Context: an optimization exercise on an open-source flow, tuned for small area, a short achievable clock period and few clock cycles per item. The choices shown serve that exercise and are no tape-out recipe.
Function was checked by simulation only, so behaviour that the tests miss may differ from the original.

===== flow/run.sh =====
#!/bin/bash
# The standard layout, with the resizer allowed to change cell footprints and asked for
# more setup slack than the constraint needs, so that it shortens the critical paths.
set -euo pipefail
bash standard.sh synth > synth.log 2>&1
bash standard.sh MATCH_CELL_FOOTPRINT=0 SETUP_SLACK_MARGIN=8.1 finish > layout.log 2>&1

===== standard.sh =====
#!/bin/bash
# synth_recipe.tcl (not shown) runs the flow's synth.tcl, then flattens the netlist and writes it again
# the make line also repeats each setting of config.mk as NAME=value (left out here)
make -C /OpenROAD-flow-scripts/flow DESIGN_CONFIG=/design/flow/config.mk WORK_HOME=/design/flow/orfs CLKGATE_MAP_FILE= SYNTH_SCRIPT=/design/flow/synth_recipe.tcl "${@:-finish}"

===== config.mk =====
export PLATFORM = sky130hd
export DESIGN_NAME = cordic_vector
export DESIGN_NICKNAME = cordic_vector
export VERILOG_FILES = /design/flow/design.v
export SDC_FILE = /design/flow/constraint.sdc
export NUM_CORES = 4
export LEC_CHECK = 0
export ABC_AREA = 1
export CAP_MARGIN = 20
export CORE_MARGIN = 2
export CORE_UTILIZATION = 55
export CTS_CLUSTER_DIAMETER = 120
export CTS_CLUSTER_SIZE = 25
export SLEW_MARGIN = 20

===== constraint.sdc =====
create_clock -name core_clock -period 12.0 [get_ports {clk}]
set_input_delay 2.4000 -clock core_clock [delete_from_list [all_inputs] [get_ports {clk}]]
set_output_delay 2.4000 -clock core_clock [all_outputs]
set_load 0.01 [all_outputs]

===== design.v =====
module cordic_vector (
  input  logic        clk,
  input  logic        reset,
  input  logic [31:0] x_in,
  input  logic [31:0] y_in,
  input  logic        in_valid,
  output logic        in_ready,
  output logic [31:0] angle,
  output logic [31:0] magnitude,
  output logic        out_valid,
  input  logic        out_ready
);
  function automatic logic [31:0] ztab1(input logic [4:0] ztab1_k);
    ztab1 = (ztab1_k[4] ? (ztab1_k[3] ? (ztab1_k[2] ? (ztab1_k[1] ? (ztab1_k[0] ? 32'hCB4298FC : 32'hAD9631F8) : (ztab1_k[0] ? 32'hBB94DE00 : 32'h9DE876FC)) : (ztab1_k[1] ? (ztab1_k[0] ? 32'hC34D2A58 : 32'hA5A0C354) : (ztab1_k[0] ? 32'hB39F6F5C : 32'h95F30858))) : (ztab1_k[2] ? (ztab1_k[1] ? (ztab1_k[0] ? 32'h620E7CF6 : 32'h446215F2) : (ztab1_k[0] ? 32'h5260C1FA : 32'h34B45AF6)) : (ztab1_k[1] ? (ztab1_k[0] ? 32'h5A190E52 : 32'h3C6CA74E) : (ztab1_k[0] ? 32'h4A6B5356 : 32'h2CBEEC52)))) : (ztab1_k[3] ? (ztab1_k[2] ? (ztab1_k[1] ? (ztab1_k[0] ? 32'hFD868FA5 : 32'hDFDA28A1) : (ztab1_k[0] ? 32'hEDD8D4A9 : 32'hD02C6DA5)) : (ztab1_k[1] ? (ztab1_k[0] ? 32'hF5912101 : 32'hD7E4B9FD) : (ztab1_k[0] ? 32'hE5E36605 : 32'hC836FF01))) : (ztab1_k[2] ? (ztab1_k[1] ? (ztab1_k[0] ? 32'h2FCA864D : 32'h121E1F49) : (ztab1_k[0] ? 32'h201CCB51 : 32'h0270644D)) : (ztab1_k[1] ? (ztab1_k[0] ? 32'h27D517A9 : 32'h0A28B0A5) : (ztab1_k[0] ? 32'h18275CAD : 32'hFA7AF5A9)))));
  endfunction
  function automatic logic [31:0] ztab2(input logic [2:0] ztab2_k);
    ztab2 = (ztab2_k[2] ? (ztab2_k[1] ? (ztab2_k[0] ? 32'h06FE7B7A : 32'h02FFD004) : (ztab2_k[0] ? 32'h04FEA620 : 32'h00FFFAAA)) : (ztab2_k[1] ? (ztab2_k[0] ? 32'h05FE80D0 : 32'h01FFD55A) : (ztab2_k[0] ? 32'h03FEAB76 : 32'h00000000)));
  endfunction
  function automatic logic [31:0] ztab3(input logic [3:0] ztab3_k);
    ztab3 = (ztab3_k[3] ? (ztab3_k[2] ? (ztab3_k[1] ? (ztab3_k[0] ? 32'h00EFFF38 : 32'h006FFFE4) : (ztab3_k[0] ? 32'h00AFFF4E : 32'h002FFFFA)) : (ztab3_k[1] ? (ztab3_k[0] ? 32'h00CFFF3C : 32'h004FFFE8) : (ztab3_k[0] ? 32'h008FFF52 : 32'h000FFFFE))) : (ztab3_k[2] ? (ztab3_k[1] ? (ztab3_k[0] ? 32'h00DFFF3A : 32'h005FFFE6) : (ztab3_k[0] ? 32'h009FFF50 : 32'h001FFFFC)) : (ztab3_k[1] ? (ztab3_k[0] ? 32'h00BFFF3E : 32'h003FFFEA) : (ztab3_k[0] ? 32'h007FFF54 : 32'h00000000))));
  endfunction
  logic en;   
  logic        v0, sx0, sy0;
  logic [31:0] xa0, ya0;
  always_ff @(posedge clk or negedge reset)
    if (!reset) v0 <= 1'b0;
    else if (en) v0 <= in_valid;
  always_ff @(posedge clk) if (en) begin
    sx0 <= x_in[31];
    sy0 <= y_in[31];
    xa0 <= (x_in ^ {32{x_in[31]}}) + {31'b0, x_in[31]};
    ya0 <= (y_in ^ {32{y_in[31]}}) + {31'b0, y_in[31]};
  end
  logic sx1, sy1, m1;
  logic [32:0] x_1_1;
  logic [33:0] y_1_1;
  assign sx1 = sx0;
  assign sy1 = sy0;
  cv_add #(.W(33)) u_x1_0 (.a({1'b0, xa0}), .b({1'b0, ya0}), .ci(1'b0), .s(x_1_1));
  assign m1 = (sx1 == sy1);
  cv_add #(.W(34)) u_y1_0 (.a(({2'b0, xa0} ^ {34{m1}})), .b(({2'b0, ya0} ^ {34{~m1}})), .ci(1'b1), .s(y_1_1));
  logic v1;
  logic [32:0] x1;
  logic [33:0] y1;
  logic [1:0] q1;
  always_ff @(posedge clk or negedge reset)
    if (!reset) v1 <= 1'b0;
    else if (en) v1 <= v0;
  always_ff @(posedge clk) if (en) begin
    x1 <= x_1_1;
    y1 <= y_1_1;
    q1 <= {sx1, sy1};
  end
  logic d1;
  assign d1 = ~y1[33];
  logic [33:0] ye_2_1;
  assign ye_2_1 = y1[33:0];
  logic [32:0] x_2_2;
  cv_add #(.W(33)) u_x2_1 (.a(x1), .b((ye_2_1[33:1] ^ {33{~d1}})), .ci(~d1), .s(x_2_2));
  logic [32:0] xs_2_1;
  assign xs_2_1 = {1'b0, x1[32:1]};
  logic [32:0] y_2_2;
  cv_add #(.W(33)) u_y2_1 (.a(y1[32:0]), .b((xs_2_1 ^ {33{d1}})), .ci(d1), .s(y_2_2));
  logic v2;
  logic [32:0] x2;
  logic [32:0] y2;
  logic [1:0] q2;
  logic [1:1] dd2;
  always_ff @(posedge clk or negedge reset)
    if (!reset) v2 <= 1'b0;
    else if (en) v2 <= v1;
  always_ff @(posedge clk) if (en) begin
    x2 <= x_2_2;
    y2 <= y_2_2;
    q2 <= q1;
    dd2 <= {d1};
  end
  logic d2;
  assign d2 = ~y2[32];
  logic [34:0] ye_3_2;
  assign ye_3_2 = {{2{y2[32]}}, y2};
  logic [32:0] x_3_3;
  cv_add #(.W(33)) u_x3_2 (.a(x2), .b((ye_3_2[34:2] ^ {33{~d2}})), .ci(~d2), .s(x_3_3));
  logic [31:0] xs_3_2;
  assign xs_3_2 = {1'b0, x2[32:2]};
  logic [31:0] y_3_3;
  cv_add #(.W(32)) u_y3_2 (.a(y2[31:0]), .b((xs_3_2 ^ {32{d2}})), .ci(d2), .s(y_3_3));
  logic v3;
  logic [32:0] x3;
  logic [31:0] y3;
  logic [1:0] q3;
  logic [2:1] dd3;
  always_ff @(posedge clk or negedge reset)
    if (!reset) v3 <= 1'b0;
    else if (en) v3 <= v2;
  always_ff @(posedge clk) if (en) begin
    x3 <= x_3_3;
    y3 <= y_3_3;
    q3 <= q2;
    dd3 <= {d2, dd2};
  end
  logic d3;
  assign d3 = ~y3[31];
  logic [35:0] ye_4_3;
  assign ye_4_3 = {{4{y3[31]}}, y3};
  logic [32:0] x_4_4;
  cv_add #(.W(33)) u_x4_3 (.a(x3), .b((ye_4_3[35:3] ^ {33{~d3}})), .ci(~d3), .s(x_4_4));
  logic [30:0] xs_4_3;
  assign xs_4_3 = {1'b0, x3[32:3]};
  logic [30:0] y_4_4;
  cv_add #(.W(31)) u_y4_3 (.a(y3[30:0]), .b((xs_4_3 ^ {31{d3}})), .ci(d3), .s(y_4_4));
  logic v4;
  logic [32:0] x4;
  logic [30:0] y4;
  logic [1:0] q4;
  logic [3:1] dd4;
  always_ff @(posedge clk or negedge reset)
    if (!reset) v4 <= 1'b0;
    else if (en) v4 <= v3;
  always_ff @(posedge clk) if (en) begin
    x4 <= x_4_4;
    y4 <= y_4_4;
    q4 <= q3;
    dd4 <= {d3, dd3};
  end
  logic d4;
  assign d4 = ~y4[30];
  logic [36:0] ye_5_4;
  assign ye_5_4 = {{6{y4[30]}}, y4};
  logic [32:0] x_5_5;
  cv_add #(.W(33)) u_x5_4 (.a(x4), .b((ye_5_4[36:4] ^ {33{~d4}})), .ci(~d4), .s(x_5_5));
  logic [29:0] xs_5_4;
  assign xs_5_4 = {1'b0, x4[32:4]};
  logic [29:0] y_5_5;
  cv_add #(.W(30)) u_y5_4 (.a(y4[29:0]), .b((xs_5_4 ^ {30{d4}})), .ci(d4), .s(y_5_5));
  logic v5;
  logic [32:0] x5;
  logic [29:0] y5;
  logic [1:0] q5;
  logic [4:1] dd5;
  always_ff @(posedge clk or negedge reset)
    if (!reset) v5 <= 1'b0;
    else if (en) v5 <= v4;
  always_ff @(posedge clk) if (en) begin
    x5 <= x_5_5;
    y5 <= y_5_5;
    q5 <= q4;
    dd5 <= {d4, dd4};
  end
  logic d5;
  assign d5 = ~y5[29];
  logic [37:0] ye_6_5;
  assign ye_6_5 = {{8{y5[29]}}, y5};
  logic [32:0] x_6_6;
  cv_add #(.W(33)) u_x6_5 (.a(x5), .b((ye_6_5[37:5] ^ {33{~d5}})), .ci(~d5), .s(x_6_6));
  logic [28:0] xs_6_5;
  assign xs_6_5 = {1'b0, x5[32:5]};
  logic [28:0] y_6_6;
  cv_add #(.W(29)) u_y6_5 (.a(y5[28:0]), .b((xs_6_5 ^ {29{d5}})), .ci(d5), .s(y_6_6));
  logic v6;
  logic [32:0] x6;
  logic [28:0] y6;
  logic [1:0] q6;
  logic [5:1] dd6;
  always_ff @(posedge clk or negedge reset)
    if (!reset) v6 <= 1'b0;
    else if (en) v6 <= v5;
  always_ff @(posedge clk) if (en) begin
    x6 <= x_6_6;
    y6 <= y_6_6;
    q6 <= q5;
    dd6 <= {d5, dd5};
  end
  logic d6;
  assign d6 = ~y6[28];
  logic [38:0] ye_7_6;
  assign ye_7_6 = {{10{y6[28]}}, y6};
  logic [32:0] x_7_7;
  cv_add #(.W(33)) u_x7_6 (.a(x6), .b((ye_7_6[38:6] ^ {33{~d6}})), .ci(~d6), .s(x_7_7));
  logic [27:0] xs_7_6;
  assign xs_7_6 = {1'b0, x6[32:6]};
  logic [27:0] y_7_7;
  cv_add #(.W(28)) u_y7_6 (.a(y6[27:0]), .b((xs_7_6 ^ {28{d6}})), .ci(d6), .s(y_7_7));
  logic v7;
  logic [32:0] x7;
  logic [27:0] y7;
  logic [1:0] q7;
  logic [6:1] dd7;
  always_ff @(posedge clk or negedge reset)
    if (!reset) v7 <= 1'b0;
    else if (en) v7 <= v6;
  always_ff @(posedge clk) if (en) begin
    x7 <= x_7_7;
    y7 <= y_7_7;
    q7 <= q6;
    dd7 <= {d6, dd6};
  end
  logic d7;
  assign d7 = ~y7[27];
  logic [39:0] ye_8_7;
  assign ye_8_7 = {{12{y7[27]}}, y7};
  logic [32:0] x_8_8;
  cv_add #(.W(33)) u_x8_7 (.a(x7), .b((ye_8_7[39:7] ^ {33{~d7}})), .ci(~d7), .s(x_8_8));
  logic [26:0] xs_8_7;
  assign xs_8_7 = {1'b0, x7[32:7]};
  logic [26:0] y_8_8;
  cv_add #(.W(27)) u_y8_7 (.a(y7[26:0]), .b((xs_8_7 ^ {27{d7}})), .ci(d7), .s(y_8_8));
  logic v8;
  logic [32:0] x8;
  logic [26:0] y8;
  logic [1:0] q8;
  logic [7:1] dd8;
  always_ff @(posedge clk or negedge reset)
    if (!reset) v8 <= 1'b0;
    else if (en) v8 <= v7;
  always_ff @(posedge clk) if (en) begin
    x8 <= x_8_8;
    y8 <= y_8_8;
    q8 <= q7;
    dd8 <= {d7, dd7};
  end
  logic d8;
  assign d8 = ~y8[26];
  logic [40:0] ye_9_8;
  assign ye_9_8 = {{14{y8[26]}}, y8};
  logic [32:0] x_9_9;
  cv_add #(.W(33)) u_x9_8 (.a(x8), .b((ye_9_8[40:8] ^ {33{~d8}})), .ci(~d8), .s(x_9_9));
  logic [25:0] xs_9_8;
  assign xs_9_8 = {1'b0, x8[32:8]};
  logic [25:0] y_9_9;
  cv_add #(.W(26)) u_y9_8 (.a(y8[25:0]), .b((xs_9_8 ^ {26{d8}})), .ci(d8), .s(y_9_9));
  logic v9;
  logic [32:0] x9;
  logic [25:0] y9;
  logic [1:0] q9;
  logic [8:1] dd9;
  always_ff @(posedge clk or negedge reset)
    if (!reset) v9 <= 1'b0;
    else if (en) v9 <= v8;
  always_ff @(posedge clk) if (en) begin
    x9 <= x_9_9;
    y9 <= y_9_9;
    q9 <= q8;
    dd9 <= {d8, dd8};
  end
  logic d9;
  assign d9 = ~y9[25];
  logic [41:0] ye_10_9;
  assign ye_10_9 = {{16{y9[25]}}, y9};
  logic [32:0] x_10_10;
  cv_add #(.W(33)) u_x10_9 (.a(x9), .b((ye_10_9[41:9] ^ {33{~d9}})), .ci(~d9), .s(x_10_10));
  logic [24:0] xs_10_9;
  assign xs_10_9 = {1'b0, x9[32:9]};
  logic [24:0] y_10_10;
  cv_add #(.W(25)) u_y10_9 (.a(y9[24:0]), .b((xs_10_9 ^ {25{d9}})), .ci(d9), .s(y_10_10));
  logic v10;
  logic [32:0] x10;
  logic [24:0] y10;
  logic [1:0] q10;
  logic [9:1] dd10;
  always_ff @(posedge clk or negedge reset)
    if (!reset) v10 <= 1'b0;
    else if (en) v10 <= v9;
  always_ff @(posedge clk) if (en) begin
    x10 <= x_10_10;
    y10 <= y_10_10;
    q10 <= q9;
    dd10 <= {d9, dd9};
  end
  logic d10;
  assign d10 = ~y10[24];
  logic [42:0] ye_11_10;
  assign ye_11_10 = {{18{y10[24]}}, y10};
  logic [32:0] x_11_11;
  cv_add #(.W(33)) u_x11_10 (.a(x10), .b((ye_11_10[42:10] ^ {33{~d10}})), .ci(~d10), .s(x_11_11));
  logic [23:0] xs_11_10;
  assign xs_11_10 = {1'b0, x10[32:10]};
  logic [23:0] y_11_11;
  cv_add #(.W(24)) u_y11_10 (.a(y10[23:0]), .b((xs_11_10 ^ {24{d10}})), .ci(d10), .s(y_11_11));
  logic v11;
  logic [32:0] x11;
  logic [23:0] y11;
  logic [1:0] q11;
  logic [10:1] dd11;
  always_ff @(posedge clk or negedge reset)
    if (!reset) v11 <= 1'b0;
    else if (en) v11 <= v10;
  always_ff @(posedge clk) if (en) begin
    x11 <= x_11_11;
    y11 <= y_11_11;
    q11 <= q10;
    dd11 <= {d10, dd10};
  end
  logic d11;
  assign d11 = ~y11[23];
  logic [43:0] ye_12_11;
  assign ye_12_11 = {{20{y11[23]}}, y11};
  logic [32:0] x_12_12;
  cv_add #(.W(33)) u_x12_11 (.a(x11), .b((ye_12_11[43:11] ^ {33{~d11}})), .ci(~d11), .s(x_12_12));
  logic [22:0] xs_12_11;
  assign xs_12_11 = {1'b0, x11[32:11]};
  logic [22:0] y_12_12;
  cv_add #(.W(23)) u_y12_11 (.a(y11[22:0]), .b((xs_12_11 ^ {23{d11}})), .ci(d11), .s(y_12_12));
  logic v12;
  logic [32:0] x12;
  logic [22:0] y12;
  logic [1:0] q12;
  logic [11:1] dd12;
  always_ff @(posedge clk or negedge reset)
    if (!reset) v12 <= 1'b0;
    else if (en) v12 <= v11;
  always_ff @(posedge clk) if (en) begin
    x12 <= x_12_12;
    y12 <= y_12_12;
    q12 <= q11;
    dd12 <= {d11, dd11};
  end
  logic d12;
  assign d12 = ~y12[22];
  logic [44:0] ye_13_12;
  assign ye_13_12 = {{22{y12[22]}}, y12};
  logic [32:0] x_13_13;
  cv_add #(.W(33)) u_x13_12 (.a(x12), .b((ye_13_12[44:12] ^ {33{~d12}})), .ci(~d12), .s(x_13_13));
  logic [21:0] xs_13_12;
  assign xs_13_12 = {1'b0, x12[32:12]};
  logic [21:0] y_13_13;
  cv_add #(.W(22)) u_y13_12 (.a(y12[21:0]), .b((xs_13_12 ^ {22{d12}})), .ci(d12), .s(y_13_13));
  logic v13;
  logic [32:0] x13;
  logic [21:0] y13;
  logic [1:0] q13;
  logic [12:1] dd13;
  always_ff @(posedge clk or negedge reset)
    if (!reset) v13 <= 1'b0;
    else if (en) v13 <= v12;
  always_ff @(posedge clk) if (en) begin
    x13 <= x_13_13;
    y13 <= y_13_13;
    q13 <= q12;
    dd13 <= {d12, dd12};
  end
  logic d13;
  assign d13 = ~y13[21];
  logic [45:0] ye_14_13;
  assign ye_14_13 = {{24{y13[21]}}, y13};
  logic [32:0] x_14_14;
  cv_add #(.W(33)) u_x14_13 (.a(x13), .b((ye_14_13[45:13] ^ {33{~d13}})), .ci(~d13), .s(x_14_14));
  logic [20:0] xs_14_13;
  assign xs_14_13 = {1'b0, x13[32:13]};
  logic [20:0] y_14_14;
  cv_add #(.W(21)) u_y14_13 (.a(y13[20:0]), .b((xs_14_13 ^ {21{d13}})), .ci(d13), .s(y_14_14));
  logic v14;
  logic [32:0] x14;
  logic [20:0] y14;
  logic [1:0] q14;
  logic [13:1] dd14;
  always_ff @(posedge clk or negedge reset)
    if (!reset) v14 <= 1'b0;
    else if (en) v14 <= v13;
  always_ff @(posedge clk) if (en) begin
    x14 <= x_14_14;
    y14 <= y_14_14;
    q14 <= q13;
    dd14 <= {d13, dd13};
  end
  logic d14;
  assign d14 = ~y14[20];
  logic [46:0] ye_15_14;
  assign ye_15_14 = {{26{y14[20]}}, y14};
  logic [32:0] x_15_15;
  cv_add #(.W(33)) u_x15_14 (.a(x14), .b((ye_15_14[46:14] ^ {33{~d14}})), .ci(~d14), .s(x_15_15));
  logic [19:0] xs_15_14;
  assign xs_15_14 = {1'b0, x14[32:14]};
  logic [19:0] y_15_15;
  cv_add #(.W(20)) u_y15_14 (.a(y14[19:0]), .b((xs_15_14 ^ {20{d14}})), .ci(d14), .s(y_15_15));
  logic v15;
  logic [32:0] x15;
  logic [19:0] y15;
  logic [1:0] q15;
  logic [14:1] dd15;
  always_ff @(posedge clk or negedge reset)
    if (!reset) v15 <= 1'b0;
    else if (en) v15 <= v14;
  always_ff @(posedge clk) if (en) begin
    x15 <= x_15_15;
    y15 <= y_15_15;
    q15 <= q14;
    dd15 <= {d14, dd14};
  end
  logic d15;
  assign d15 = ~y15[19];
  logic [47:0] ye_16_15;
  assign ye_16_15 = {{28{y15[19]}}, y15};
  logic [32:0] x_16_16;
  cv_add #(.W(33)) u_x16_15 (.a(x15), .b((ye_16_15[47:15] ^ {33{~d15}})), .ci(~d15), .s(x_16_16));
  logic [18:0] xs_16_15;
  assign xs_16_15 = {1'b0, x15[32:15]};
  logic [18:0] y_16_16;
  cv_add #(.W(19)) u_y16_15 (.a(y15[18:0]), .b((xs_16_15 ^ {19{d15}})), .ci(d15), .s(y_16_16));
  logic v16;
  logic [32:0] x16;
  logic [18:0] y16;
  logic [1:0] q16;
  logic [15:1] dd16;
  always_ff @(posedge clk or negedge reset)
    if (!reset) v16 <= 1'b0;
    else if (en) v16 <= v15;
  always_ff @(posedge clk) if (en) begin
    x16 <= x_16_16;
    y16 <= y_16_16;
    q16 <= q15;
    dd16 <= {d15, dd15};
  end
  logic d16;
  assign d16 = ~y16[18];
  logic [48:0] ye_17_16;
  assign ye_17_16 = {{30{y16[18]}}, y16};
  logic [32:0] x_17_17;
  cv_add #(.W(33)) u_x17_16 (.a(x16), .b((ye_17_16[48:16] ^ {33{~d16}})), .ci(~d16), .s(x_17_17));
  logic [17:0] xs_17_16;
  assign xs_17_16 = {1'b0, x16[32:16]};
  logic [17:0] y_17_17;
  cv_add #(.W(18)) u_y17_16 (.a(y16[17:0]), .b((xs_17_16 ^ {18{d16}})), .ci(d16), .s(y_17_17));
  logic v17;
  logic [32:0] x17;
  logic [17:0] y17;
  logic [1:0] q17;
  logic [16:1] dd17;
  always_ff @(posedge clk or negedge reset)
    if (!reset) v17 <= 1'b0;
    else if (en) v17 <= v16;
  always_ff @(posedge clk) if (en) begin
    x17 <= x_17_17;
    y17 <= y_17_17;
    q17 <= q16;
    dd17 <= {d16, dd16};
  end
  logic d17;
  assign d17 = ~y17[17];
  logic [16:0] xs_18_17;
  assign xs_18_17 = {1'b0, x17[32:17]};
  logic [16:0] y_18_18;
  cv_add #(.W(17)) u_y18_17 (.a(y17[16:0]), .b((xs_18_17 ^ {17{d17}})), .ci(d17 ^ 1'b0), .s(y_18_18));
  logic [3:0] c_18_18;
  assign c_18_18 = {3'b0, ~d17};
  logic v18;
  logic [32:0] x18;
  logic [16:0] y18;
  logic [3:0] c18;
  logic [4:0] l4n_18;
  assign l4n_18 = {1'b0, x17[3:0]} + {1'b0, c_18_18};
  logic cyr18;
  logic [1:0] q18;
  logic [17:1] dd18;
  always_ff @(posedge clk or negedge reset)
    if (!reset) v18 <= 1'b0;
    else if (en) v18 <= v17;
  always_ff @(posedge clk) if (en) begin
    x18 <= x17;
    y18 <= y_18_18;
    c18 <= c_18_18;
    cyr18 <= (&x17[17:4]) & l4n_18[4];
    q18 <= q17;
    dd18 <= {d17, dd17};
  end
  logic d18;
  assign d18 = ~y18[16];
  logic [15:0] xs_19_18;
  assign xs_19_18 = {1'b0, x18[32:18]};
  logic [15:0] y_19_19;
  cv_add #(.W(16)) u_y19_18 (.a(y18[15:0]), .b((xs_19_18 ^ {16{d18}})), .ci(d18 ^ cyr18), .s(y_19_19));
  logic [3:0] c_19_19;
  assign c_19_19 = c18 + {3'b0, ~d18};
  logic v19;
  logic [32:0] x19;
  logic [15:0] y19;
  logic [3:0] c19;
  logic [4:0] l4n_19;
  assign l4n_19 = {1'b0, x18[3:0]} + {1'b0, c_19_19};
  logic cyr19;
  logic [1:0] q19;
  logic [18:1] dd19;
  always_ff @(posedge clk or negedge reset)
    if (!reset) v19 <= 1'b0;
    else if (en) v19 <= v18;
  always_ff @(posedge clk) if (en) begin
    x19 <= x18;
    y19 <= y_19_19;
    c19 <= c_19_19;
    cyr19 <= (&x18[18:4]) & l4n_19[4];
    q19 <= q18;
    dd19 <= {d18, dd18};
  end
  logic d19;
  assign d19 = ~y19[15];
  logic [14:0] xs_20_19;
  assign xs_20_19 = {1'b0, x19[32:19]};
  logic [14:0] y_20_20;
  cv_add #(.W(15)) u_y20_19 (.a(y19[14:0]), .b((xs_20_19 ^ {15{d19}})), .ci(d19 ^ cyr19), .s(y_20_20));
  logic [3:0] c_20_20;
  assign c_20_20 = c19 + {3'b0, ~d19};
  logic v20;
  logic [32:0] x20;
  logic [14:0] y20;
  logic [3:0] c20;
  logic [4:0] l4n_20;
  assign l4n_20 = {1'b0, x19[3:0]} + {1'b0, c_20_20};
  logic cyr20;
  logic [1:0] q20;
  logic [19:1] dd20;
  always_ff @(posedge clk or negedge reset)
    if (!reset) v20 <= 1'b0;
    else if (en) v20 <= v19;
  always_ff @(posedge clk) if (en) begin
    x20 <= x19;
    y20 <= y_20_20;
    c20 <= c_20_20;
    cyr20 <= (&x19[19:4]) & l4n_20[4];
    q20 <= q19;
    dd20 <= {d19, dd19};
  end
  logic d20;
  assign d20 = ~y20[14];
  logic [13:0] xs_21_20;
  assign xs_21_20 = {1'b0, x20[32:20]};
  logic [13:0] y_21_21;
  cv_add #(.W(14)) u_y21_20 (.a(y20[13:0]), .b((xs_21_20 ^ {14{d20}})), .ci(d20 ^ cyr20), .s(y_21_21));
  logic [3:0] c_21_21;
  assign c_21_21 = c20 + {3'b0, ~d20};
  logic v21;
  logic [32:0] x21;
  logic [13:0] y21;
  logic [3:0] c21;
  logic [4:0] l4n_21;
  assign l4n_21 = {1'b0, x20[3:0]} + {1'b0, c_21_21};
  logic cyr21;
  logic [1:0] q21;
  logic [20:1] dd21;
  always_ff @(posedge clk or negedge reset)
    if (!reset) v21 <= 1'b0;
    else if (en) v21 <= v20;
  always_ff @(posedge clk) if (en) begin
    x21 <= x20;
    y21 <= y_21_21;
    c21 <= c_21_21;
    cyr21 <= (&x20[20:4]) & l4n_21[4];
    q21 <= q20;
    dd21 <= {d20, dd20};
  end
  logic d21;
  assign d21 = ~y21[13];
  logic [12:0] xs_22_21;
  assign xs_22_21 = {1'b0, x21[32:21]};
  logic [12:0] y_22_22;
  cv_add #(.W(13)) u_y22_21 (.a(y21[12:0]), .b((xs_22_21 ^ {13{d21}})), .ci(d21 ^ cyr21), .s(y_22_22));
  logic [3:0] c_22_22;
  assign c_22_22 = c21 + {3'b0, ~d21};
  logic v22;
  logic [32:0] x22;
  logic [12:0] y22;
  logic [3:0] c22;
  logic [4:0] l4n_22;
  assign l4n_22 = {1'b0, x21[3:0]} + {1'b0, c_22_22};
  logic cyr22;
  logic [1:0] q22;
  logic [21:1] dd22;
  always_ff @(posedge clk or negedge reset)
    if (!reset) v22 <= 1'b0;
    else if (en) v22 <= v21;
  always_ff @(posedge clk) if (en) begin
    x22 <= x21;
    y22 <= y_22_22;
    c22 <= c_22_22;
    cyr22 <= (&x21[21:4]) & l4n_22[4];
    q22 <= q21;
    dd22 <= {d21, dd21};
  end
  logic d22;
  assign d22 = ~y22[12];
  logic [11:0] xs_23_22;
  assign xs_23_22 = {1'b0, x22[32:22]};
  logic [11:0] y_23_23;
  cv_add #(.W(12)) u_y23_22 (.a(y22[11:0]), .b((xs_23_22 ^ {12{d22}})), .ci(d22 ^ cyr22), .s(y_23_23));
  logic [3:0] c_23_23;
  assign c_23_23 = c22 + {3'b0, ~d22};
  logic v23;
  logic [32:0] x23;
  logic [11:0] y23;
  logic [3:0] c23;
  logic [4:0] l4n_23;
  assign l4n_23 = {1'b0, x22[3:0]} + {1'b0, c_23_23};
  logic cyr23;
  logic [1:0] q23;
  logic [22:1] dd23;
  always_ff @(posedge clk or negedge reset)
    if (!reset) v23 <= 1'b0;
    else if (en) v23 <= v22;
  always_ff @(posedge clk) if (en) begin
    x23 <= x22;
    y23 <= y_23_23;
    c23 <= c_23_23;
    cyr23 <= (&x22[22:4]) & l4n_23[4];
    q23 <= q22;
    dd23 <= {d22, dd22};
  end
  logic d23;
  assign d23 = ~y23[11];
  logic [10:0] xs_24_23;
  assign xs_24_23 = {1'b0, x23[32:23]};
  logic [10:0] y_24_24;
  cv_add #(.W(11)) u_y24_23 (.a(y23[10:0]), .b((xs_24_23 ^ {11{d23}})), .ci(d23 ^ cyr23), .s(y_24_24));
  logic [3:0] c_24_24;
  assign c_24_24 = c23 + {3'b0, ~d23};
  logic v24;
  logic [32:0] x24;
  logic [10:0] y24;
  logic [3:0] c24;
  logic [4:0] l4n_24;
  assign l4n_24 = {1'b0, x23[3:0]} + {1'b0, c_24_24};
  logic cyr24;
  logic [1:0] q24;
  logic [23:1] dd24;
  always_ff @(posedge clk or negedge reset)
    if (!reset) v24 <= 1'b0;
    else if (en) v24 <= v23;
  always_ff @(posedge clk) if (en) begin
    x24 <= x23;
    y24 <= y_24_24;
    c24 <= c_24_24;
    cyr24 <= (&x23[23:4]) & l4n_24[4];
    q24 <= q23;
    dd24 <= {d23, dd23};
  end
  logic d24;
  assign d24 = ~y24[10];
  logic [9:0] xs_25_24;
  assign xs_25_24 = {1'b0, x24[32:24]};
  logic [9:0] y_25_25;
  cv_add #(.W(10)) u_y25_24 (.a(y24[9:0]), .b((xs_25_24 ^ {10{d24}})), .ci(d24 ^ cyr24), .s(y_25_25));
  logic [3:0] c_25_25;
  assign c_25_25 = c24 + {3'b0, ~d24};
  logic v25;
  logic [32:0] x25;
  logic [9:0] y25;
  logic [3:0] c25;
  logic [4:0] l4n_25;
  assign l4n_25 = {1'b0, x24[3:0]} + {1'b0, c_25_25};
  logic cyr25;
  logic [1:0] q25;
  logic [24:1] dd25;
  always_ff @(posedge clk or negedge reset)
    if (!reset) v25 <= 1'b0;
    else if (en) v25 <= v24;
  always_ff @(posedge clk) if (en) begin
    x25 <= x24;
    y25 <= y_25_25;
    c25 <= c_25_25;
    cyr25 <= (&x24[24:4]) & l4n_25[4];
    q25 <= q24;
    dd25 <= {d24, dd24};
  end
  logic d25;
  assign d25 = ~y25[9];
  logic [8:0] xs_26_25;
  assign xs_26_25 = {1'b0, x25[32:25]};
  logic [8:0] y_26_26;
  cv_add #(.W(9)) u_y26_25 (.a(y25[8:0]), .b((xs_26_25 ^ {9{d25}})), .ci(d25 ^ cyr25), .s(y_26_26));
  logic [3:0] c_26_26;
  assign c_26_26 = c25 + {3'b0, ~d25};
  logic v26;
  logic [32:0] x26;
  logic [8:0] y26;
  logic [3:0] c26;
  logic [4:0] l4n_26;
  assign l4n_26 = {1'b0, x25[3:0]} + {1'b0, c_26_26};
  logic cyr26;
  logic [1:0] q26;
  logic [25:1] dd26;
  always_ff @(posedge clk or negedge reset)
    if (!reset) v26 <= 1'b0;
    else if (en) v26 <= v25;
  always_ff @(posedge clk) if (en) begin
    x26 <= x25;
    y26 <= y_26_26;
    c26 <= c_26_26;
    cyr26 <= (&x25[25:4]) & l4n_26[4];
    q26 <= q25;
    dd26 <= {d25, dd25};
  end
  logic d26;
  assign d26 = ~y26[8];
  logic [8:0] xs_27_26;
  assign xs_27_26 = {2'b0, x26[32:26]};
  logic [8:0] y_27_27;
  cv_add #(.W(9)) u_y27_26 (.a(y26[8:0]), .b((xs_27_26 ^ {9{d26}})), .ci(d26 ^ cyr26), .s(y_27_27));
  logic [3:0] c_27_27;
  assign c_27_27 = c26 + {3'b0, ~d26};
  logic v27;
  logic [32:0] x27;
  logic [8:0] y27;
  logic [3:0] c27;
  logic [4:0] l4n_27;
  assign l4n_27 = {1'b0, x26[3:0]} + {1'b0, c_27_27};
  logic cyr27;
  logic [1:0] q27;
  logic [26:1] dd27;
  always_ff @(posedge clk or negedge reset)
    if (!reset) v27 <= 1'b0;
    else if (en) v27 <= v26;
  always_ff @(posedge clk) if (en) begin
    x27 <= x26;
    y27 <= y_27_27;
    c27 <= c_27_27;
    cyr27 <= (&x26[26:4]) & l4n_27[4];
    q27 <= q26;
    dd27 <= {d26, dd26};
  end
  logic d27;
  assign d27 = ~y27[8];
  logic [8:0] xs_28_27;
  assign xs_28_27 = {3'b0, x27[32:27]};
  logic [8:0] y_28_28;
  cv_add #(.W(9)) u_y28_27 (.a(y27[8:0]), .b((xs_28_27 ^ {9{d27}})), .ci(d27 ^ cyr27), .s(y_28_28));
  logic [3:0] c_28_28;
  assign c_28_28 = c27 + {3'b0, ~d27};
  logic v28;
  logic [32:0] x28;
  logic [8:0] y28;
  logic [3:0] c28;
  logic [4:0] l4n_28;
  assign l4n_28 = {1'b0, x27[3:0]} + {1'b0, c_28_28};
  logic cyr28;
  logic [1:0] q28;
  logic [27:1] dd28;
  always_ff @(posedge clk or negedge reset)
    if (!reset) v28 <= 1'b0;
    else if (en) v28 <= v27;
  always_ff @(posedge clk) if (en) begin
    x28 <= x27;
    y28 <= y_28_28;
    c28 <= c_28_28;
    cyr28 <= (&x27[27:4]) & l4n_28[4];
    q28 <= q27;
    dd28 <= {d27, dd27};
  end
  logic d28;
  assign d28 = ~y28[8];
  logic [8:0] xs_29_28;
  assign xs_29_28 = {4'b0, x28[32:28]};
  logic [8:0] y_29_29;
  cv_add #(.W(9)) u_y29_28 (.a(y28[8:0]), .b((xs_29_28 ^ {9{d28}})), .ci(d28 ^ cyr28), .s(y_29_29));
  logic [3:0] c_29_29;
  assign c_29_29 = c28 + {3'b0, ~d28};
  logic v29;
  logic [32:0] x29;
  logic [8:0] y29;
  logic [3:0] c29;
  logic [4:0] l4n_29;
  assign l4n_29 = {1'b0, x28[3:0]} + {1'b0, c_29_29};
  logic cyr29;
  logic [1:0] q29;
  logic [28:1] dd29;
  always_ff @(posedge clk or negedge reset)
    if (!reset) v29 <= 1'b0;
    else if (en) v29 <= v28;
  always_ff @(posedge clk) if (en) begin
    x29 <= x28;
    y29 <= y_29_29;
    c29 <= c_29_29;
    cyr29 <= (&x28[28:4]) & l4n_29[4];
    q29 <= q28;
    dd29 <= {d28, dd28};
  end
  logic d29;
  assign d29 = ~y29[8];
  logic [8:0] xs_30_29;
  assign xs_30_29 = {5'b0, x29[32:29]};
  logic [8:0] y_30_30;
  cv_add #(.W(9)) u_y30_29 (.a(y29[8:0]), .b((xs_30_29 ^ {9{d29}})), .ci(d29 ^ cyr29), .s(y_30_30));
  logic [3:0] c_30_30;
  assign c_30_30 = c29 + {3'b0, ~d29};
  logic v30;
  logic [32:0] x30;
  logic [8:0] y30;
  logic [3:0] c30;
  logic [4:0] l4n_30;
  assign l4n_30 = {1'b0, x29[3:0]} + {1'b0, c_30_30};
  logic cyr30;
  logic [1:0] q30;
  logic [29:1] dd30;
  always_ff @(posedge clk or negedge reset)
    if (!reset) v30 <= 1'b0;
    else if (en) v30 <= v29;
  always_ff @(posedge clk) if (en) begin
    x30 <= x29;
    y30 <= y_30_30;
    c30 <= c_30_30;
    cyr30 <= (&x29[29:4]) & l4n_30[4];
    q30 <= q29;
    dd30 <= {d29, dd29};
  end
  logic d30;
  assign d30 = ~y30[8];
  logic [8:0] xs_31_30;
  assign xs_31_30 = {6'b0, x30[32:30]};
  logic [8:0] y_31_31;
  cv_add #(.W(9)) u_y31_30 (.a(y30[8:0]), .b((xs_31_30 ^ {9{d30}})), .ci(d30 ^ cyr30), .s(y_31_31));
  logic [3:0] c_31_31;
  assign c_31_31 = c30 + {3'b0, ~d30};
  logic v31;
  logic [32:0] x31;
  logic [8:0] y31;
  logic [3:0] c31;
  logic [1:0] q31;
  logic [29:1] dd31;
  always_ff @(posedge clk or negedge reset)
    if (!reset) v31 <= 1'b0;
    else if (en) v31 <= v30;
  always_ff @(posedge clk) if (en) begin
    x31 <= x30;
    y31 <= y_31_31;
    c31 <= c_31_31;
    q31 <= q30;
    dd31 <= {dd30};
  end
  logic [3:0] cf;
  assign cf = c31 + {3'b0, y31[8]};
  logic [55:0] pp0;
  assign pp0 = {23'b0, ~x31} << 0;
  logic [55:0] pp3;
  assign pp3 = {23'b0, ~x31} << 3;
  logic [55:0] pp7;
  assign pp7 = {23'b0, x31} << 7;
  logic [55:0] pp9;
  assign pp9 = {23'b0, x31} << 9;
  logic [55:0] pp11;
  assign pp11 = {23'b0, ~x31} << 11;
  logic [55:0] pp14;
  assign pp14 = {23'b0, ~x31} << 14;
  logic [55:0] pp17;
  assign pp17 = {23'b0, ~x31} << 17;
  logic [55:0] pp20;
  assign pp20 = {23'b0, x31} << 20;
  logic [55:0] pp22;
  assign pp22 = {23'b0, x31} << 22;
  logic [55:0] ppc;
  assign ppc = (cf[3] ? (cf[2] ? (cf[1] ? (cf[0] ? 56'hFB6FEE04903502 : 56'hFB6FEE04427A8B) : (cf[0] ? 56'hFB6FEE03F4C014 : 56'hFB6FEE03A7059D)) : (cf[1] ? (cf[0] ? 56'hFB6FEE03594B26 : 56'hFB6FEE030B90AF) : (cf[0] ? 56'hFB6FEE02BDD638 : 56'hFB6FEE02701BC1))) : (cf[2] ? (cf[1] ? (cf[0] ? 56'hFB6FEE0222614A : 56'hFB6FEE01D4A6D3) : (cf[0] ? 56'hFB6FEE0186EC5C : 56'hFB6FEE013931E5)) : (cf[1] ? (cf[0] ? 56'hFB6FEE00EB776E : 56'hFB6FEE009DBCF7) : (cf[0] ? 56'hFB6FEE00500280 : 56'hFB6FEE00024809))));
  logic [55:0] pm_s0_0, pm_c0_0;
  assign pm_s0_0 = pp0 ^ pp3 ^ pp7;
  assign pm_c0_0 = ((pp0 & pp3) | (pp0 & pp7) | (pp3 & pp7)) << 1;
  logic [55:0] pm_s0_3, pm_c0_3;
  assign pm_s0_3 = pp9 ^ pp11 ^ pp14;
  assign pm_c0_3 = ((pp9 & pp11) | (pp9 & pp14) | (pp11 & pp14)) << 1;
  logic [55:0] pm_s0_6, pm_c0_6;
  assign pm_s0_6 = pp17 ^ pp20 ^ pp22;
  assign pm_c0_6 = ((pp17 & pp20) | (pp17 & pp22) | (pp20 & pp22)) << 1;
  logic [55:0] pm_s1_0, pm_c1_0;
  assign pm_s1_0 = pm_s0_0 ^ pm_c0_0 ^ pm_s0_3;
  assign pm_c1_0 = ((pm_s0_0 & pm_c0_0) | (pm_s0_0 & pm_s0_3) | (pm_c0_0 & pm_s0_3)) << 1;
  logic [55:0] pm_s1_3, pm_c1_3;
  assign pm_s1_3 = pm_c0_3 ^ pm_s0_6 ^ pm_c0_6;
  assign pm_c1_3 = ((pm_c0_3 & pm_s0_6) | (pm_c0_3 & pm_c0_6) | (pm_s0_6 & pm_c0_6)) << 1;
  logic [55:0] pm_s2_0, pm_c2_0;
  assign pm_s2_0 = pm_s1_0 ^ pm_c1_0 ^ pm_s1_3;
  assign pm_c2_0 = ((pm_s1_0 & pm_c1_0) | (pm_s1_0 & pm_s1_3) | (pm_c1_0 & pm_s1_3)) << 1;
  logic [55:0] pm_s3_0, pm_c3_0;
  assign pm_s3_0 = pm_s2_0 ^ pm_c2_0 ^ pm_c1_3;
  assign pm_c3_0 = ((pm_s2_0 & pm_c2_0) | (pm_s2_0 & pm_c1_3) | (pm_c2_0 & pm_c1_3)) << 1;
  logic [55:0] pm_s4_0, pm_c4_0;
  assign pm_s4_0 = pm_s3_0 ^ pm_c3_0 ^ ppc;
  assign pm_c4_0 = ((pm_s3_0 & pm_c3_0) | (pm_s3_0 & ppc) | (pm_c3_0 & ppc)) << 1;
  logic [8:0] plo;
  assign plo = {1'b0, pm_s4_0[7:0]} + {1'b0, pm_c4_0[7:0]};
  logic [31:0] mag_n, ang_n, zsum;
  logic [31:0] zt1, zt2, zt3, zb;
  assign zt1 = ztab1({q31, dd31[3:1]});
  assign zt2 = ztab2(dd31[6:4]);
  assign zt3 = ztab3(dd31[10:7]);
  assign zb = {12'b0, dd31[11], dd31[12], dd31[13], dd31[14], dd31[15], dd31[16], dd31[17],
                 dd31[18], dd31[19], dd31[20], dd31[21], dd31[22], dd31[23], dd31[24],
                 dd31[25], dd31[26], dd31[27], dd31[28], dd31[29], 1'b1};
  logic [31:0] zs_s0_0, zs_c0_0;
  assign zs_s0_0 = zt1 ^ zt2 ^ zt3;
  assign zs_c0_0 = ((zt1 & zt2) | (zt1 & zt3) | (zt2 & zt3)) << 1;
  logic [31:0] zs_s1_0, zs_c1_0;
  assign zs_s1_0 = zs_s0_0 ^ zs_c0_0 ^ zb;
  assign zs_c1_0 = ((zs_s0_0 & zs_c0_0) | (zs_s0_0 & zb) | (zs_c0_0 & zb)) << 1;
  logic vm, mc, zf;
  logic [55:8] ma, mb;
  logic [31:0] zha, zhb;
  always_ff @(posedge clk or negedge reset)
    if (!reset) vm <= 1'b0;
    else if (en) vm <= v31;
  always_ff @(posedge clk) if (en) begin
    ma <= pm_s4_0[55:8];
    mb <= pm_c4_0[55:8];
    mc <= plo[8];
    zha <= zs_s1_0;
    zhb <= zs_c1_0;
    zf <= (x31 == 33'd0);
  end
  logic [55:8] phi;
  assign phi = ma + mb + {47'b0, mc};
  assign mag_n = (phi[55:54] != 2'b00) ? 32'h7FFFFFFF : {1'b0, phi[53:23]};
  assign zsum = zha + zhb;
  assign ang_n = zf ? 32'h0 : zsum;
  logic        rv, kv;
  logic [31:0] ra, rm, ka, km;
  logic        take, incoming, load_r;
  assign en       = ~kv;
  assign take     = rv & out_ready;
  assign incoming = en & vm;
  assign load_r   = ~rv | take;
  logic        rv_d, kv_d, rdy;
  always_comb begin
    rv_d = rv;
    kv_d = kv;
    if (kv) begin
      if (take) kv_d = 1'b0;
    end else if (incoming) begin
      if (load_r) rv_d = 1'b1;
      else kv_d = 1'b1;
    end else if (take) begin
      rv_d = 1'b0;
    end
  end
  always_ff @(posedge clk or negedge reset)
    if (!reset) begin
      rv  <= 1'b0;
      kv  <= 1'b0;
    end else begin
      rv  <= rv_d;
      kv  <= kv_d;
    end
  always_ff @(posedge clk) rdy <= ~kv_d;
  always_ff @(posedge clk) begin
    if (kv ? take : load_r) begin
      ra <= kv ? ka : ang_n;
      rm <= kv ? km : mag_n;
    end
    if (~kv) begin   
      ka <= ang_n;
      km <= mag_n;
    end
  end
  assign in_ready  = rdy;
  assign out_valid = rv;
  assign angle     = ra;
  assign magnitude = rm;
endmodule
module cv_add #(
  parameter int W = 8
) (
  input  logic [W-1:0] a,
  input  logic [W-1:0] b,
  input  logic         ci,
  output logic [W-1:0] s
);
  localparam int L = (W > 32) ? 6 : (W > 16) ? 5 : (W > 8) ? 4 : (W > 4) ? 3 : (W > 2) ? 2 : 1;
  logic [(L+1)*W-1:0] g, p;
  assign p[W-1:0] = a ^ b;
  assign g[W-1:0] = (a & b) | {{(W-1){1'b0}}, (a[0] ^ b[0]) & ci};
  for (genvar l = 0; l < L; l++) begin : g_lvl
    for (genvar i = 0; i < W; i++) begin : g_bit
      if ((i >> l) & 1) begin : g_op
        localparam int J = ((i >> (l + 1)) << (l + 1)) + (1 << l) - 1;
        assign g[(l+1)*W+i] = g[l*W+i] | (p[l*W+i] & g[l*W+J]);
        assign p[(l+1)*W+i] = p[l*W+i] & p[l*W+J];
      end else begin : g_pass
        assign g[(l+1)*W+i] = g[l*W+i];
        assign p[(l+1)*W+i] = p[l*W+i];
      end
    end
  end
  if (W > 1) begin : g_sum
    assign s = p[W-1:0] ^ {g[L*W +: W-1], ci};
  end else begin : g_sum1
    assign s = p[0] ^ ci;
  end
endmodule

==> impl_metrics.json, run 1 <==
{
  "cts.path.max_buffers": 4,
  "hold_viol": 0,
  "via_count": 92770,
  "antenna_found_initial": 18,
  "cts_sinks": 2594,
  "grt_max_degree": 180,
  "fill_cells": 21950,
  "dpl.cell_count": 17130,
  "regToRegSetupSlack_ns": 8.21,
  "htree_levels": 3,
  "worstMarginPinSlew_ns": 1.055,
  "synth-main-ff-cell": "edfxtp_1",
  "nNetsFinal": 15360,
  "critPathSlowestCell": "edfxtp_1",
  "path_clk_slew_ns": 0.10,
  "cp-end-kind": "output pin",
  "yosysWarnings": 1,
  "yosysMostFrequentCell": "nand2_1",
  "worstPathArrival_ns": 1.50,
  "grt.total_usage": 0.2479,
  "finalMaxSlewViolations": 0,
  "path_max_fanout": 1,
  "cts-root-buf": "clkbuf_16",
  "drt-pass1-iter-count": 7,
  "seq_area_frac_synth": 0.5226,
  "setup_viol": 0,
  "synthCells": 13550,
  "hpwl_mm": 265.1,
  "utilization": 0.5881,
  "yosys-top-cells-area": "edfxtp_1, ha_1, nand2_1, fa_1, inv_1",
  "syn_area_um2": 147500,
  "async_flop_share": 0.01349,
  "critPathMaxStageDelay_ns": 0.46,
  "finalSetupTns_ns": 0,
  "slew_headroom": 0.2964,
  "skew_ns": 0.07358,
  "worst_hold_slack_ns": 0.4189,
  "synth.ff_latch_count": 2594,
  "reg_top3": "ma (48), mb (48)",
  "fin_cells": 17360,
  "dpl_cell_area_um2": 153000,
  "cts_tree": "yes",
  "grt_setup_unrepaired": "yes",
  "hp-class": "reg -> reg",
  "start_util": 0.5519,
  "cp_num_buf_inv": 1,
  "period_share": 0.3247,
  "first_global_vias": 92720,
  "cp_cell_sequence": "clkbuf_2",
  "postLayoutSetupSlackWorst_ns": 8.103,
  "critPathKind": "reg -> out",
  "coreArea_um2": 267200,
  "grt_overflow": 0,
  "post-place-ws_ns": 6.763,
  "synth_top_cell_area_share": 0.5079,
  "yosysTopAreaCell": "edfxtp_1",
  "cts_hold_buf": 0,
  "drtIter0Drc": 6598,
  "drc": 0,
  "ios": 134,
  "dieWidth_um": 521.8,
  "critPathRequiredTime_ns": 9.60,
  "max_freq_ghz": 0.2566,
  "syn_area_per_cell_um2": 10.88,
  "final_area_um2": 157200,
  "avgViaCountPerCell": 5.343,
  "crit_family": "flip-flops",
  "gp_congestion": 0.9377,
  "synthTopCellsByCount": "nand2_1, edfxtp_1, inv_1",
  "status": "finished clean",
  "syn2layout_area_growth_pct": 6.574,
  "cp-start-kind": "flip-flop",
  "die_area_um2": 272300,
  "min_period_ns": 3.897,
  "cts_buffers": 120,
  "wl_per_cell_um": 19.42,
  "syn_nets": 15150,
  "routed_wirelength_mm": 337.1,
  "synth_edf_count": 2494,
  "grt_pass1_wl_mm": 525.8,
  "maxCapViolations": 0,
  "die_h_um": 521.8,
  "ant_nets": 0,
  "portBuffers": 133,
  "ys_types": 73,
  "rows": 190,
  "drive_gt1_frac": 0.03296,
  "clk_latency_ns": 0.93
}
-- path summary, 6_finish.rpt --
check                               from         to  cells after the start
worst max register to register    x31[0]     ma[22]                      9
worst max-delay path              ra[31]  angle[31]                      1
max in group asynchronous          reset         kv                      1
worst min register to register  dd17[10]   dd18[10]                      0
worst min-delay path            dd17[10]   dd18[10]                      0
min in group asynchronous          reset        v17                      1
-- placed cells by master (no fill, tap or decap), types with 21 or more instances in the layout --
| cell | count |
|---|---|
| nor4_1 | 42 |
| buf_6 | 22 |
| nand2_1 | 2557 |
| dlymetal6s2s_1 | 34 |
| clkbuf_16 | 123 |
| a21boi_0 | 36 |
| clkbuf_1 | 35 |
| nand3b_1 | 38 |
| a21o_1 | 57 |
| inv_1 | 1915 |
| o21bai_1 | 61 |
| xnor2_1 | 758 |
| a21oi_1 | 616 |
| dfrtp_1 | 34 |
| nand2_2 | 21 |
| clkdlybuf4s50_1 | 64 |
| mux2i_1 | 26 |
| or2_2 | 27 |
| nor3_1 | 138 |
| a31oi_1 | 43 |
| nand4_1 | 117 |
| dfxtp_1 | 65 |
| nand3_1 | 631 |
| nor2_1 | 880 |
| o21ai_0 | 264 |
| ha_1 | 1070 |
| edfxtp_1 | 2494 |
| clkbuf_2 | 31 |
| xor2_1 | 764 |
| fa_1 | 464 |
| buf_4 | 93 |
-- metal layers --
| metal | global-route usage | wire length [um] | share of wire | vias up |
|---|---|---|---|---|
| li1 | - | - | - | 45410 |
| met1 | 0.3298 | 147300 | 0.44 | 45310 |
| met2 | 0.4333 | 167200 | 0.50 | 1663 |
| met3 | 0.01959 | 11680 | 0.035 | 393 |
| met4 | 0.07580 | 10990 | 0.033 | 2 |
| met5 | 0 | 13 | 0.000039 | - |
-- cells by family (layout without fill, tap and decap cells) --
logic type / count (synthesis) / after routing / synth area share
simple gates: 4520 / 4520 / 0.1280
flops: 2594 / 2594 / 0.5226
buf+inv: 2112 / 2369 / 0.05509
fa+ha+maj: 1536 / 1536 / 0.1540
xor+xnor: 1527 / 1527 / 0.09095
compound gates: 1233 / 1233 / 0.04761
mux: 26 / 26 / 0.001765
other cells: 0 / 5 / 0
-- final cells by class --
type | instances | area, um2 | area share
Sequential cell | 2594 | 77070 | 0.4904
Multi-Input combinational cell | 8842 | 62450 | 0.3974
Inverter | 1936 | 7331 | 0.04665
Tap cell | 3552 | 4444 | 0.02828
Clock buffer | 158 | 3192 | 0.02031
Timing Repair Buffer | 261 | 2510 | 0.01597
Clock inverter | 14 | 143.9 | 0.0009156
Antenna cell | 5 | 12.51 | 0.00007962
-- repair_timing --
action / CTS / global route
gates cloned: 0 / 1
buffers inserted: 20 / 39
pin swaps: 1 / 4
gates resized for setup: 141 / 68
setup endpoints to repair: 661 / 857
Testbench counts, summed over its fixed seeds: cycles 2,320, items 2,048.
==> inputs of run 2 (changes only) <==
==> flow/run.sh (replaced) <==
#!/bin/bash
# The standard layout, with the resizer allowed to change cell footprints and asked for
# more setup slack than the constraint needs, so that it shortens the critical paths.
set -euo pipefail
bash standard.sh synth > synth.log 2>&1
bash standard.sh MATCH_CELL_FOOTPRINT=0 SETUP_SLACK_MARGIN=8.25 finish > layout.log 2>&1
--- a/config.mk
+++ b/config.mk
@@ -5,10 +5,9 @@
 export SDC_FILE = /design/flow/constraint.sdc
 export NUM_CORES = 4
 export LEC_CHECK = 0
-export ABC_AREA = 1
 export CAP_MARGIN = 20
 export CORE_MARGIN = 2
-export CORE_UTILIZATION = 55
+export CORE_UTILIZATION = 50
 export CTS_CLUSTER_DIAMETER = 120
 export CTS_CLUSTER_SIZE = 25
 export SLEW_MARGIN = 20
==> run 2 against run 1 <==
  * Critical path depth is 10 higher
  * Clock skew is 0.024 ns lower
  * Fmax is 2.0% lower
  * Synthesized area is 5.8% lower
  * Sequential cell count stayed put
  * Critical endpoint is now ya0[26]
  * Highest routed layer unchanged
==> impl_metrics.json, run 2 <==
{
  "status": "finished clean",
  "cp_num_buf_inv": 1,
  "grt_pass1_wl_mm": 449.5,
  "start_util": 0.5026,
  "clk_latency_ns": 0.83,
  "final_common_cell": "edfxtp_1",
  "critPathKind": "in -> reg",
  "syn_area_um2": 139000,
  "critPathRequiredTime_ns": 12.58,
  "layout.area.seq_um2": 77070,
  "worstPathArrival_ns": 4.56,
  "drtIter0Drc": 3928,
  "ant_nets": 0,
  "first_global_vias": 80270,
  "layout_common_cells": "edfxtp_1, ha_1, xnor2_1, inv_1, xor2_1",
  "worst_hold_slack_ns": 0.4133,
  "synth_edf_count": 2494,
  "synth-main-ff-cell": "edfxtp_1",
  "syn2layout_area_growth_pct": 11.07,
  "ys_types": 96,
  "post-place-ws_ns": 6.071,
  "regToRegSetupSlack_ns": 8.19,
  "cts_buffers": 116,
  "grt_overflow": 0,
  "slew_headroom": 0.1913,
  "hpwl_mm": 214.3,
  "dieWidth_um": 531.2,
  "cp-start-kind": "primary input",
  "avgViaCountPerCell": 5.321,
  "yosysTopAreaCell": "edfxtp_1",
  "grt_setup_unrepaired": "yes",
  "critPathMaxStageDelay_ns": 0.55,
  "synthCells": 10380,
  "routed_wirelength_mm": 293.1,
  "critical_path_depth": 11,
  "syn_area_per_cell_um2": 13.40,
  "cts_tree": "yes",
  "path_clk_slew_ns": 0.11,
  "cts_sinks": 2594,
  "gp_congestion": 0.8891,
  "yosysWarnings": 1,
  "multi_input_area_um2": 60480,
  "drive_gt1_frac": 0.1039,
  "period_share": 0.3312,
  "max_freq_ghz": 0.2516,
  "coreArea_um2": 276500,
  "reg_top3": "ma (48), mb (48)",
  "antenna_found_initial": 2,
  "maxCapViolations": 0,
  "drc": 0,
  "htree_levels": 3,
  "r2r_cells": 15,
  "die_area_um2": 282200,
  "crit_family": "simple AND/OR/NAND/NOR gates",
  "cp-end-kind": "flip-flop",
  "nNetsFinal": 12470,
  "synth.ff_latch_count": 2594,
  "cp_cell_sequence": "buf_8 > or4b_4 > o21ai_4 > nand2_2 > a21o_1 > nand2b_4 > or2_4 > or3_4 > a21oi_4 > nor2_2 > xor2_1",
  "critPathSlowestCell": "or4b_4",
  "die_h_um": 531.2,
  "synthTopCellsByCount": "edfxtp_1, ha_1, xnor2_1",
  "postLayoutSetupSlackWorst_ns": 8.025,
  "hp-class": "reg -> reg",
  "cts.path.max_buffers": 3,
  "wl_per_cell_um": 20.02,
  "setup_viol": 0,
  "yosys-top-cells-area": "edfxtp_1, ha_1, fa_1, xnor2_1, xor2_1",
  "grt_max_degree": 214,
  "cts-root-buf": "clkbuf_16",
  "rows": 193,
  "async_flop_share": 0.01349,
  "holdPathStages": 0,
  "min_period_ns": 3.975,
  "fill_cells": 22530,
  "finalSetupTns_ns": 0,
  "syn_nets": 11980,
  "via_count": 77930,
  "yosysMostFrequentCell": "edfxtp_1",
  "worstMarginPinSlew_ns": 1.213,
  "ios": 134,
  "grt.total_usage": 0.2047,
  "portBuffers": 133,
  "drt-pass1-iter-count": 5,
  "hold_viol": 0,
  "synth_top_cell_area_share": 0.5389,
  "path_max_fanout": 3,
  "seq_area_frac_synth": 0.5546,
  "skew_ns": 0.04958,
  "finalMaxSlewViolations": 0
}
[run 2: kinds of logic (layout without fill, tap and decap cells)]
family | after synthesis | count (layout) | share of synthesized area
flip-flops | 2594 | 2594 | 0.5546
AO/OA/AOI/OAI | 1430 | 1432 | 0.06720
multiplexers | 82 | 82 | 0.006437
XOR/XNOR | 1770 | 1770 | 0.1115
adder cells (fa/ha/maj) | 1536 | 1536 | 0.1634
AND/OR/NAND/NOR | 1890 | 1890 | 0.06760
other | 0 | 2 | 0
buffers and inverters | 1073 | 1634 | 0.02931
[run 2: cell type report]
| type | count | area share |
|---|---|---|
| inverter | 884 | 0.02208 |
| antenna | 2 | 0.00003242 |
| clock buffer | 174 | 0.02063 |
| timing repair buffer | 559 | 0.03457 |
| clock inverter | 17 | 0.001556 |
| multi-input combinational | 6710 | 0.3918 |
| sequential | 2594 | 0.4993 |
| tap | 3705 | 0.03003 |
[run 2: layer usage]
| layer | vias up | GRT usage | share of wire |
|---|---|---|---|
| met2 | 1109 | 0.3967 | 0.55 |
| met4 | 2 | 0.08504 | 0.049 |
| met1 | 38480 | 0.2253 | 0.38 |
| met3 | 513 | 0.02067 | 0.026 |
| li1 | 37820 | - | - |
| met5 | - | 0 | 0.000041 |
[run 2: final timing paths]
| kind | start | end |
|---|---|---|
| max in group asynchronous | reset | kv |
| max reg2reg | y5[29] | x6[26] |
| min in group asynchronous | reset | rv |
| min reg2reg | dd30[7] | dd31[7] |
| max | y_in[3] | ya0[26] |
| min | dd30[7] | dd31[7] |
[run 2: worst reg2reg max path: stages, from the launching register on]
cell and delay, ns:
edfxtp_1 0.42, buf_6 0.14, buf_12 0.14, xor2_2 0.15, ha_1 0.28, nor2b_4 0.13, o31a_1 0.26, o41a_1 0.37
a211o_1 0.35, and3_4 0.17, o31a_1 0.28, o211ai_1 0.22, a21boi_1 0.12, o21a_1 0.24, o211ai_1 0.21, xnor2_1 0.09
[run 2: stage by stage]
stage	area (um2)	util	std cells
floorplan	139000	-	10380
CTS	151200	0.5470	14470
global placement	144800	0.5237	14090
detailed placement	144800	0.5237	14090
finish	154400	0.5583	14650
global route	154400	0.5583	14650
[run 2: repair_timing]
action | CTS | global route
setup endpoints to repair | 1537 | 1094
hold buffers | 0 | 0
resized for setup | 558 | 344
pin swaps | 97 | 177
gates cloned | 19 | 9
setup buffers | 163 | 168
==> inputs of run 3 (changes only) <==
--- a/config.mk
+++ b/config.mk
@@ -5,6 +5,7 @@
 export SDC_FILE = /design/flow/constraint.sdc
 export NUM_CORES = 4
 export LEC_CHECK = 0
+export ABC_AREA = 1
 export CAP_MARGIN = 20
 export CORE_MARGIN = 2
 export CORE_UTILIZATION = 50
==> run 3 against run 2 <==
  * Count of clock-buffer cells in the layout shrank 1
  * Core utilization decreased by 1.8 points
  * Synthesized area is 6.1% higher
  * Sequential cell count unchanged
  * Setup slack better by 0.10 ns
  * First-iteration DRC count grew 64%
  * Routed wire length grew 18%
  * Sequential share of layout area decreased by 1.4 points
  * Register-to-register slack improved by 0.09 ns
  * Critical endpoint is now magnitude[25]
==> impl_metrics.json, run 3 <==
{
  "status": "finished clean",
  "final_common_cell": "nand2_1",
  "die_area_um2": 299300,
  "syn_area_per_cell_um2": 10.88,
  "hpwl_mm": 269.7,
  "crit_start": "rm[25]",
  "synth_edf_count": 2494,
  "hold_viol": 0,
  "yosys.area_share.adder": 0.1540,
  "syn_area_um2": 147500,
  "yosysMostFrequentCell": "nand2_1",
  "synthMuxAreaShare": 0.001765,
  "cp_num_buf_inv": 1,
  "layout_common_cells": "nand2_1, edfxtp_1, inv_1, ha_1, nor2_1",
  "synth_top_cell_area_share": 0.5079,
  "ys_types": 73,
  "period_share": 0.3226,
  "critPathSlowestCell": "edfxtp_1",
  "min_period_ns": 3.871,
  "routed_wirelength_mm": 346.3,
  "avgViaCountPerCell": 5.221,
  "wl_met1_mm": 150.5,
  "seq_area_frac_synth": 0.5226,
  "path_max_fanout": 1,
  "ios": 134,
  "wl_met3_mm": 13.43,
  "yosys-top-cells-area": "edfxtp_1, ha_1, nand2_1, fa_1, inv_1",
  "first_global_vias": 92210,
  "postLayoutSetupSlackWorst_ns": 8.129,
  "min_from": "dd28[23]",
  "path_clk_slew_ns": 0.10,
  "drc": 0,
  "die_h_um": 547.1,
  "portBuffers": 133,
  "clk_latency_ns": 0.93,
  "dieWidth_um": 547.1,
  "cp-start-kind": "flip-flop",
  "route.met2.wl_mm": 170.8,
  "max_freq_ghz": 0.2583,
  "holdPathEnd": "dd29[23]",
  "r2r-end": "ma[22]",
  "grt_overflow": 0,
  "r2r-start": "x31[2]",
  "synth_simple_gate_area_frac": 0.1280,
  "setup_viol": 0,
  "synthTopCellsByCount": "nand2_1, edfxtp_1, inv_1",
  "reg_top3": "ma (48), mb (48)",
  "grt_max_degree": 189,
  "htree_levels": 3,
  "antenna_found_initial": 4,
  "gp_congestion": 0.9061,
  "drt-pass1-iter-count": 10,
  "wl_per_cell_um": 19.42,
  "cts_tree": "yes",
  "holdPathStages": 0,
  "critPathKind": "reg -> out",
  "utilization": 0.5405,
  "routed.top_layer": "met4",
  "finalSetupTns_ns": 0,
  "synth_compound_area_frac": 0.04761,
  "cts_hold_buf": 0,
  "rows": 199,
  "nNetsFinal": 15440,
  "finalMaxSlewViolations": 0,
  "cts-root-buf": "clkbuf_16",
  "maxCapViolations": 0,
  "cp-end-kind": "output pin",
  "synth.ff_latch_count": 2594,
  "synthXorXnorAreaFrac": 0.09095,
  "critPathMaxStageDelay_ns": 0.44,
  "grt.total_usage": 0.2288,
  "crit_family": "flip-flops",
  "drive_gt1_frac": 0.04345,
  "synth-main-ff-cell": "edfxtp_1",
  "cts_buffers": 123,
  "final_area_um2": 158700,
  "yosysTopAreaCell": "edfxtp_1",
  "cts.path.max_buffers": 4,
  "hp-class": "reg -> reg",
  "syn2layout_area_growth_pct": 7.599,
  "coreArea_um2": 293600,
  "worstMarginPinSlew_ns": 1.054,
  "synth_top_family_by_area": "adder cells",
  "fill_cells": 25040,
  "ant_nets": 0,
  "regToRegSetupSlack_ns": 8.28,
  "via_count": 93080,
  "worstPathArrival_ns": 1.47,
  "cp_cell_sequence": "clkbuf_2",
  "grt_setup_unrepaired": "yes",
  "dpl_cell_area_um2": 153400,
  "synthCells": 13550,
  "async_flop_share": 0.01349,
  "cts_sinks": 2594,
  "syn_nets": 15150,
  "critPathRequiredTime_ns": 9.60,
  "yosysWarnings": 1,
  "drtIter0Drc": 6460,
  "worst_hold_slack_ns": 0.4134,
  "r2r_cells": 9,
  "skew_ns": 0.05671,
  "start_util": 0.5023,
  "fin_cells": 17830,
  "slew_headroom": 0.2950,
  "grt_pass1_wl_mm": 532.8,
  "post-place-ws_ns": 6.712,
  "dpl.cell_count": 17480
}
## run 3: cell types whose count changed in the layout (fill, tap and decap cells not counted), moves of 56 or more
cell      before   now
nand2b_1     100     0
buf_4        329   154
o21a_1       134    12
a21oi_1      373   613
nand2_1      373  2555
xnor2_1     1016   757
nand3_1      150   631
nor2_1       502   879
inv_1        854  1906
o21ai_0      205   261
xor2_1       696   761
nor2b_1      111     0
a21o_1       171    57
and3_1        74     7
## run 3: area by class of cell
| cell class | count | area [um2] | area share |
|---|---|---|---|
| tap | 3919 | 4903 | 0.03090 |
| timing repair buffer | 335 | 3009 | 0.01897 |
| sequential | 2594 | 77070 | 0.4857 |
| inverter | 1936 | 7370 | 0.04645 |
| multi-input combinational | 8843 | 62640 | 0.3948 |
| clock inverter | 20 | 332.8 | 0.002098 |
| antenna | 8 | 20.02 | 0.0001262 |
| clock buffer | 173 | 3318 | 0.02091 |
## run 3: cell families after synthesis
family | count (synthesis)
AOI/OAI and AO/OA | 1233
xor gates and xnor gates | 1527
adders and majority gates | 1536
buffers and inverters | 2112
DFF | 2594
muxes | 26
and+or+nand+nor | 4520
## run 3: worst max-delay path by stage
stage | cells after the start | slack (ns) | to
final | 1 | 8.13 | magnitude[25]
after global routing | 1 | 8.06 | angle[12]
after CTS | 1 | 8.04 | magnitude[25]
after detailed placement | 11 | 6.71 | xa0[28]
after global placement | 11 | 6.65 | xa0[26]
after floorplan | 3 | 5.09 | c18
## run 3: repair_timing
action | CTS | global route
resized for setup | 209 | 102
setup endpoints to repair | 1281 | 1005
pin swaps | 2 | 22
buffers inserted | 65 | 72
gates cloned | 3 | 4
## run 3: worst reg2reg max path: cells and delay by family, from the launching register on
| kind | cells | cell delay (ns) |
|---|---|---|
| flip-flops | 1 | 0.52 |
| buffers and inverters | 4 | 0.44 |
| adder cells (fa/ha/maj) | 5 | 2.53 |
## run 3: routing by layer
metal	up-vias	global-route usage
met1	45310	0.3011
li1	45590	-
met3	406	0.02357
met2	1769	0.4002
met5	-	0
met4	0	0.06575

[separate check: timing with driven ports]
No port has a modelled driver above. Below, the same layouts with a new extraction and two added sets of constraints.
Step 1 sets driving cells, clkbuf_16 on the clock port and buf_2 on the other inputs (assumed; they add their load-dependent delay and slew).
Step 2 moves the port delays by t, midway between the first and last clock arrival at a register: inputs arrive t later, outputs are due t later. That takes back most of the time a late clock gives input paths.
a / b / c = ideal / step 1 / step 2; a / b = the first two.
run | t, ns | setup slack, ns | clock arrival spread, ns | cell pins on the clock port's net
run 1 | 0.994 | 8.103 / 8.001 / 7.274 | 0.078 / 0.078 | 1
run 2 | 0.911 | 8.025 / 8.081 / 7.170 | 0.064 / 0.064 | 1
run 3 | 0.996 | 8.129 / 8.033 / 7.380 | 0.081 / 0.081 | 1
After both steps setup and hold are still met in every run listed. For run 2, which loses most, drivers alone change the setup slack by +0.056 ns; drivers and shift together by -0.855 ns.
